This design comes from an exercise in tuning for small area, a short achievable clock period and few clock cycles on the open sky130 flow, not from production work. Function was checked by simulation only, so behaviour that the tests miss may differ from the original. Power figures rest on the tool's default switching activity, not on a simulated workload.

### run.sh
#!/bin/bash
# synth_recipe.tcl (not shown) runs the flow's synth.tcl, then flattens the netlist and writes it again
# the make line also repeats each setting of config.mk as NAME=value (left out here)
make -C /OpenROAD-flow-scripts/flow DESIGN_CONFIG=/design/flow/config.mk WORK_HOME=/design/flow/orfs CLKGATE_MAP_FILE= SYNTH_SCRIPT=/design/flow/synth_recipe.tcl finish
### config.mk
export PLATFORM = sky130hd
export DESIGN_NAME = legv8Top
export DESIGN_NICKNAME = legv8Top
export VERILOG_FILES = /design/flow/design.v
export SDC_FILE = /design/flow/constraint.sdc
export NUM_CORES = 4
export LEC_CHECK = 0
export ABC_CLOCK_PERIOD_IN_PS = 4000
export CAP_MARGIN = 20
export CELL_PAD_IN_SITES_GLOBAL_PLACEMENT = 1
export CORE_MARGIN = 2
export CORE_UTILIZATION = 45
export PLACE_DENSITY = 0.6
export SETUP_SLACK_MARGIN = 5
export SLEW_MARGIN = 20
### constraint.sdc
create_clock -name core_clock -period 12.5 [get_ports {clk}]
set_input_delay 2.5000 -clock core_clock [delete_from_list [all_inputs] [get_ports {clk}]]
set_output_delay 2.5000 -clock core_clock [all_outputs]
set_load 0.01 [all_outputs]
### design.v
package isaPkg;
	typedef enum logic [3:0] {
		OP_LDUR,
		OP_STUR,
		OP_ADD,
		OP_ADDI,
		OP_SUB,
		OP_AND,
		OP_ORR,
		OP_CBZ,
		OP_CBNZ,
		OP_B,
		OP_HALT,
		OP_ILLEGAL
	} opcodeT;
	typedef enum logic [2:0] {
		ALU_ADD   = 3'd0,
		ALU_SUB   = 3'd1,
		ALU_AND   = 3'd2,
		ALU_ORR   = 3'd3,
		ALU_PASSB = 3'd4
	} aluFuncT;
	typedef enum logic [1:0] {
		SRC_REG  = 2'b00,
		SRC_DIMM = 2'b01,  
		SRC_IIMM = 2'b10   
	} aluSrcT;
endpackage
package hostPkg;
	typedef enum logic [2:0] {
		IDLE,
		FETCH,
		DECODE,
		EXECUTE,
		MEMORY,
		WRITEBACK,
		HALTED,
		FAULT
	} seqStateT;
	typedef enum logic [1:0] {
		REG_CTRL,
		REG_STATUS,
		REGION_IMEM,
		REGION_DMEM
	} apbRegionT;
endpackage
`timescale 1ns/1ps
module legv8Top (
	input  logic                       clk,
	input  logic                       rst,
	input  logic                       pSel,
	input  logic                       pEnable,
	input  logic                       pWrite,
	input  logic [12-1:0] pAddr,
	input  logic [32-1:0]     pWdata,
	output logic [32-1:0]     pRdata,
	output logic                       pReady,
	output logic                       pSlvErr
);
	logic [31:0] imem [64];
	logic [31:0] dmem [64];
	logic [31:0] regs [31];  
	logic        running, halted, fault;
	logic [7:0]  pc;     
	logic [7:0]  pc1;    
	logic [31:0] ir;
	logic [31:0] prd;
	logic        errReg;
	logic        wValid, wLoad;
	logic [4:0]  wRd;
	logic [31:0] wData;
	logic [5:0]  wAddr;
	logic aligned, isCtrlStatus, isMem, accessErr, hostWr, hostWrI, hostWrD, startNow;
	assign aligned = pAddr[1:0] == 2'b00;
	assign isCtrlStatus = pAddr[11:10] == 2'b00 && pAddr[9:3] == '0 && aligned;
	assign isMem = (pAddr[11:10] == 2'b01 || pAddr[11:10] == 2'b10) && pAddr[9:8] == 2'b00
		&& aligned;
	assign accessErr = !(isCtrlStatus || isMem) || (running && isMem);
	assign hostWr = pSel && pEnable && pWrite && !accessErr;
	assign hostWrI = hostWr && pAddr[11:10] == 2'b01;
	assign hostWrD = hostWr && pAddr[11:10] == 2'b10;
	assign startNow = hostWr && pAddr[11:10] == 2'b00 && !pAddr[2] && pWdata[0] && !running;
	logic [10:0] op;
	logic isLdur, isStur, isAdd, isAddi, isSub, isAnd, isOrr, isCbz, isCbnz, isB, isHalt;
	logic illegal, regWe, usesRn, usesRb;
	assign op = ir[31:21];
	assign isLdur = op == 11'b11111000010;
	assign isStur = op == 11'b11111000000;
	assign isAdd = op == 11'b10001011000;
	assign isAddi = op[10:1] == 10'b1001000100;
	assign isSub = op == 11'b11001011000;
	assign isAnd = op == 11'b10001010000;
	assign isOrr = op == 11'b10101010000;
	assign isCbz = op[10:3] == 8'b10110100;
	assign isCbnz = op[10:3] == 8'b10110101;
	assign isB = op[10:5] == 6'b000101;
	assign isHalt = op == 11'b11111111111;
	assign illegal = !(isLdur || isStur || isAdd || isAddi || isSub || isAnd || isOrr
		|| isCbz || isCbnz || isB || isHalt);
	assign regWe = isLdur || isAdd || isAddi || isSub || isAnd || isOrr;
	assign usesRn = isLdur || isStur || isAdd || isAddi || isSub || isAnd || isOrr;
	assign usesRb = isStur || isAdd || isSub || isAnd || isOrr || isCbz || isCbnz;
	logic [4:0] rn, rb, rd;
	logic [31:0] a, b;
	logic [30:0] zflag;
	logic fwdA, fwdB, stall, bZero;
	assign rn = ir[9:5];
	assign rb = ir[28] ? ir[4:0] : ir[20:16];
	assign rd = ir[4:0];
	assign fwdA = wValid && wRd == rn;
	assign fwdB = wValid && wRd == rb;
	assign stall = wLoad && ((usesRn && fwdA) || (usesRb && fwdB));
	assign a = fwdA ? wData : (rn == 5'd31) ? '0 : regs[rn];
	assign b = fwdB ? wData : (rb == 5'd31) ? '0 : regs[rb];
	for (genvar i = 0; i < 31; i++) begin : gZero
		assign zflag[i] = regs[i] == '0;
	end
	assign bZero = fwdB ? (wData == '0) : (rb == 5'd31) ? 1'b1 : zflag[rb];
	logic [31:0] opB, sum, aluRes;
	logic [7:0] memAddr;
	assign opB = isAddi ? {20'd0, ir[21:10]} : isSub ? ~b : b;
	assign sum = a + opB + {31'd0, isSub};
	always_comb begin
		if (isAnd) aluRes = a & b;
		else if (isOrr) aluRes = a | b;
		else aluRes = sum;
	end
	assign memAddr = a[7:0] + ir[19:12];
	logic [5:0] dRaddr, dWaddr;
	logic [31:0] dRd, wbData;
	logic exec, dWe;
	assign exec = running && !stall;
	assign dRaddr = running ? wAddr : pAddr[7:2];
	assign dRd = dmem[dRaddr];
	assign dWaddr = running ? memAddr[7:2] : pAddr[7:2];
	assign dWe = hostWrD || (exec && isStur);
	always_ff @(posedge clk) begin
		if (dWe) begin
			dmem[dWaddr] <= running ? b : pWdata;
		end
	end
	assign wbData = wLoad ? dRd : wData;
	always_ff @(posedge clk) begin
		if (wValid) begin
			regs[wRd] <= wbData;
		end
	end
	always_ff @(posedge clk) begin
		if (rst) begin
			wValid <= 1'b0;
			wLoad <= 1'b0;
		end else begin
			wValid <= exec && regWe && rd != 5'd31;
			wLoad <= exec && isLdur && rd != 5'd31;
		end
		wRd <= rd;
		wData <= aluRes;
		wAddr <= memAddr[7:2];
	end
	logic taken;
	logic [7:0] off, target, nextPc;
	logic [5:0] iAddr;
	assign taken = isB || (isCbz && bZero) || (isCbnz && !bZero);
	assign off = isB ? ir[7:0] : ir[12:5];
	assign target = pc + off;
	assign nextPc = taken ? target : pc1;
	assign iAddr = running ? nextPc[5:0] : pAddr[7:2];
	always_ff @(posedge clk) begin
		if (hostWrI) begin
			imem[pAddr[7:2]] <= pWdata;
		end
	end
	always_ff @(posedge clk) begin
		if (!stall) begin
			ir <= imem[iAddr];
		end
	end
	always_ff @(posedge clk) begin
		if (rst) begin
			running <= 1'b0;
			halted <= 1'b0;
			fault <= 1'b0;
			pc <= '0;
			pc1 <= 8'd1;
		end else if (running) begin
			if (isHalt) begin
				running <= 1'b0;
				halted <= 1'b1;
			end else if (illegal) begin
				running <= 1'b0;
				fault <= 1'b1;
			end else if (!stall) begin
				pc <= nextPc;
				pc1 <= nextPc + 8'd1;
			end
		end else if (startNow) begin
			running <= 1'b1;
			halted <= 1'b0;
			fault <= 1'b0;
			pc <= '0;
			pc1 <= 8'd1;
		end
	end
	logic [31:0] status;
	assign status = {16'd0, pc, 5'd0, fault || (running && illegal),
		halted || (running && isHalt), running && !isHalt && !illegal};
	always_ff @(posedge clk) begin
		errReg <= accessErr;
		if (pAddr[11:10] == 2'b01) prd <= imem[iAddr];
		else if (pAddr[11:10] == 2'b10) prd <= dRd;
		else if (pAddr[11:10] == 2'b00 && pAddr[2]) prd <= status;
		else prd <= '0;
	end
	assign pRdata = prd;
	assign pReady = 1'b1;
	assign pSlvErr = errReg;
endmodule
==> impl_summary.log <==
[metrics] status: no timing/DRC/antenna violations
[metrics] count of final hold-check violations: 0
[metrics] worst ir drop on vdd: 0.157 mV
[metrics] Yosys cell types: 91
[metrics] overall via count from detail_route: 139000
[metrics] setup TNS: 0 ns
[metrics] required time of the worst setup path: 13.28 ns
[metrics] Crit Path Class: in -> reg
[metrics] H-tree depth: 6
[metrics] maximum fanout along the worst path: 43
[metrics] total internal power: 31.3 mW
[metrics] Routed WL: 792 mm
[metrics] DR WL/cell: 36.5 um
[metrics] worst relative slew slack: 16.9%
[metrics] kind of launch point of the worst setup path: input pin
[metrics] total number of yosys warnings: 1
[metrics] Die Ht: 705 um
[metrics] Nets: 14800
[metrics] per-instance average area after synthesis: 15.5 um2
[metrics] initial detailed-routing violation count: 20700
[metrics] Final setup violation count: 0
[metrics] areal power density over the cells: 170 nW/um2
[metrics] ys async rst share: 0%
[metrics] endpoint arrival time on the critical path: 8.34 ns
[metrics] routability cong.: 0.948
[metrics] post-route standard cell area excluding fillers: 254000 um2
[metrics] maximum number of pins on one net before global-route repair: 145
[metrics] netlist area before placement: 221000 um2
[metrics] count of hold buffers inserted by post-cts repair: 0
[metrics] share of layout cells above drive strength 1: 18.0%
[metrics] vias per cell: 6.41
[metrics] DRC viols: 0
[metrics] num ports: 83
[metrics] Net Sw Frac: 27.4%
[metrics] clock-pin slew on the worst setup and hold paths: 0.05 ns
[metrics] clk buf depth: 4
[metrics] crit end category: flip-flop
[metrics] largest clock skew in the final design: 0.0759 ns
[metrics] insertion delay of the later-clocked pin in the worst-skew pair: 1.13 ns
[metrics] CTS tree: yes
[metrics] initial core utilization: 45.2%
[metrics] clk sink count: 5254
[metrics] slew at the pin closest to its max-slew limit: 1.23 ns
[metrics] min-delay worst type: reg -> reg
[metrics] sum of overflow across all layers after global routing: 0
[metrics] post-layout minimum cycle time: 7.56 ns
[metrics] antenna violations before repair: 92
[metrics] Final Max Slew Viols: 0
[metrics] top flip-flop cell by instance count after synthesis: sky130_fd_sc_hd__edfxtp_1
[metrics] number of port buffers: 81
[metrics] EDFF count, synth: 5152
[metrics] Sw Pwr: 11.8 mW
[metrics] site row count: 257
[metrics] number of nets in the synthesized netlist: 14400
[metrics] area of the die: 497000 um2
[metrics] cells after synthesis: 14300
[metrics] cell area after placement: 232000 um2
[metrics] x dimension of the die: 705 um
[metrics] setup repair after global routing missed its margin: no
[metrics] worst setup slack before clock tree synthesis: 3.16 ns
[metrics] final worst path period share: 60.5%
[metrics] filler cell count in the final layout: 39900
[metrics] global-route wire length before repair: 1080 mm
[metrics] Leak: 83.0 nW
[metrics] highest attainable clock frequency: 0.132 GHz
[metrics] core region area: 489000 um2
[metrics] share of synthesized area occupied by flip-flops and latches: 70.9%
[metrics] post-route setup slack: 4.94 ns
[metrics] number of iterations in the first detailed-routing pass: 8
[metrics] area overhead of the layout relative to synthesis: 14.9%
[metrics] cts bufs inserted: 579
[metrics] number of global-route vias before repair: 132000
[metrics] clock tree root buffer cell: sky130_fd_sc_hd__clkbuf_16
[metrics] relative contribution of sequential cells to total power: 46.8%
[metrics] Max Cap Violations: 0
[metrics] Clk network pwr share: 38.5%
[metrics] combinational cell fraction of total power: 14.7%
[metrics] final antenna-violating net count: 0
[metrics] overall routing resource usage: 30.9%
[metrics] post-synthesis register bit count: 5254
[metrics] half-perimeter wire length after placement: 484 mm
## repair_timing
item                       4_1_cts  5_1_grt
setup endpoints to repair     2290     2234
hold endpoints to repair         0        0
pin swaps                       64       18
gates cloned                    30       12
buffers inserted               122       46
gates resized for setup         77       74
## registers in the layout (all words and copies together) (netlist names), named ones only
name     flops
running      1
wRd          5
fault        1
halted       1
ir          32
wAddr        6
wData       32
regs      1024
prd         32
pc1          8
imem      2048
wLoad        1
dmem      2048
wValid       1
errReg       1
pc           8
## synth_stat cells (all sizes together), types with 10 or more instances
cell | count | area [um2]
nor2 | 346 | 1300
mux2i | 665 | 6690
nand2b | 14 | 87.6
mux4 | 832 | 18700
o221a | 10 | 113
and3 | 240 | 1500
a22oi | 56 | 420
a31oi | 102 | 638
a211oi | 232 | 1740
clkbuf | 563 | 2110
a21oi | 324 | 1620
mux2 | 60 | 679
buf | 377 | 1720
ha | 47 | 588
maj3 | 26 | 260
a2111oi | 18 | 178
o311ai | 71 | 622
nand3b | 10 | 75.1
nand4 | 71 | 444
a311oi | 260 | 2280
nand2 | 2597 | 9750
a211o | 34 | 298
o22ai | 30 | 188
o21ai | 105 | 526
a21boi | 26 | 195
nand3 | 814 | 4070
inv | 51 | 191
edfxtp | 5152 | 155000
a22o | 15 | 131
xor2 | 22 | 193
nor2b | 21 | 131
dfxtp | 102 | 2040
nor4 | 275 | 1720
or3 | 11 | 68.8
a21o | 27 | 203
a311o | 66 | 661
nor3 | 187 | 941
o21a | 14 | 105
o211ai | 62 | 465
a32oi | 14 | 123
and2 | 132 | 826
xnor2 | 49 | 429
a221oi | 11 | 96.3
## critical path, cell delays in order
cell and delay (ns):
sky130_fd_sc_hd__clkdlybuf4s50_1 0.67, sky130_fd_sc_hd__nor2b_1 0.61, sky130_fd_sc_hd__a21o_4 0.56, sky130_fd_sc_hd__buf_4 0.45
sky130_fd_sc_hd__buf_4 0.55, sky130_fd_sc_hd__and2_1 0.28, sky130_fd_sc_hd__a211oi_1 0.14, sky130_fd_sc_hd__a31oi_1 0.51
sky130_fd_sc_hd__a211oi_1 0.19, sky130_fd_sc_hd__a21oi_2 0.85, sky130_fd_sc_hd__mux2_2 0.85
## stage by stage
stage / total power, mW / hold slack [ns] / instances / util [%]
after detailed placement: 26.5 / 0.485 / 20300 / 47.4
final: 43.2 / 0.495 / 21700 / 51.9
after floorplan: 23.8 / 0.407 / 14300 / -
after global placement: 26.5 / 0.477 / 20300 / 47.3
after CTS: 43.1 / 0.498 / 21500 / 51.5
after global routing: 44.3 / 0.524 / 21700 / 51.9
## layout make-up
| class | count | area, um2 | area share (%) |
|---|---|---|---|
| antenna | 119 | 298 | 0.117 |
| tap | 6475 | 8100 | 3.19 |
| sequential | 5254 | 157000 | 61.7 |
| timing repair buffer | 717 | 7460 | 2.94 |
| clock buffer | 740 | 15300 | 6.04 |
| multi-input combinational | 8053 | 63000 | 24.8 |
| inverter | 51 | 191 | 0.0754 |
| clock inverter | 300 | 2870 | 1.13 |
## final timing paths
path / slack, ns / depth (start not counted) / end / from
worst max register to register: 5.04 / 19 / flip-flop / ir[28]
worst max-delay path: 4.94 / 11 / regs[28][16] / pAddr[4]
worst min register to register: 0.50 / 2 / pc1[7] / pc1[7]
worst min-delay path: 0.50 / 2 / pc1[7] / pc1[7]
## per-layer routing
| metal | routed length (um) | vias to the layer above | global-route usage (%) |
|---|---|---|---|
| met4 | 42600 | 14 | 14.6 |
| met1 | 320000 | 72900 | 43.9 |
| met2 | 352000 | 7704 | 46.0 |
| met5 | 80 | - | 0 |
| met3 | 77200 | 1285 | 6.40 |
| li1 | - | 57200 | - |
## layout by cell type, fill, tap and decap left out, types with 148 or more instances in the layout
master,n
sky130_fd_sc_hd__clkbuf_16,593
sky130_fd_sc_hd__nand2_1,2582
sky130_fd_sc_hd__nor2_1,172
sky130_fd_sc_hd__buf_4,485
sky130_fd_sc_hd__mux4_2,832
sky130_fd_sc_hd__nor3_1,171
sky130_fd_sc_hd__mux2i_1,650
sky130_fd_sc_hd__a311oi_1,256
sky130_fd_sc_hd__nor2_4,181
sky130_fd_sc_hd__nand3_1,812
sky130_fd_sc_hd__a21oi_1,252
sky130_fd_sc_hd__clkbuf_1,148
sky130_fd_sc_hd__nor4_1,267
sky130_fd_sc_hd__a211oi_1,228
sky130_fd_sc_hd__and3_1,240
sky130_fd_sc_hd__edfxtp_1,5152
## cells by family after synthesis
logic type / count (synthesis) / synth area share, %
compound gates: 1566 / 5.17
xor+xnor: 71 / 0.281
fa+ha+maj: 76 / 0.411
buf+inv: 991 / 1.82
flops: 5254 / 70.9
mux: 1557 / 11.8
other cells: 1 / 0.00170
simple gates: 4745 / 9.57
## power groups by stage
stage	logic, mW	registers (mW)	clock network (mW)
after floorplan	3.38	20.4	0
final	6.34	20.2	16.6
after global placement	5.92	20.6	0
after CTS	6.10	20.2	16.9
after detailed placement	5.96	20.6	0
after global routing	6.62	20.2	17.5
Testbench counts, summed over its fixed seeds: cycles 54,794.

## separate check: timing with driven ports
In the flow no input, the clock included, has a driving cell. The finished layout below was timed again as built, in two steps.
Step 1 assumes that a clkbuf_16 drives the clock port and a buf_2 every other input.
Step 2 adds t to the input delays and takes it off the output delays; t is the mean of the earliest and latest rising clock arrival at the registers after step 1. Input paths then give back, and output paths get back, about the clock's delay inside the block.
Three values: ideal, step 1, step 2; two values: the first two.
t, ns: 1.220
setup slack, ns: 4.941 / 4.774 / 3.554
worst hold slack (ns): 0.495 / 0.495 / 0.495
worst setup path at the end: input to register
cell pins on the clock port's net: 1
After both steps this run still meets setup and hold. The setup slack of this run moves by -0.167 ns with the drivers and by -1.387 ns with both steps.
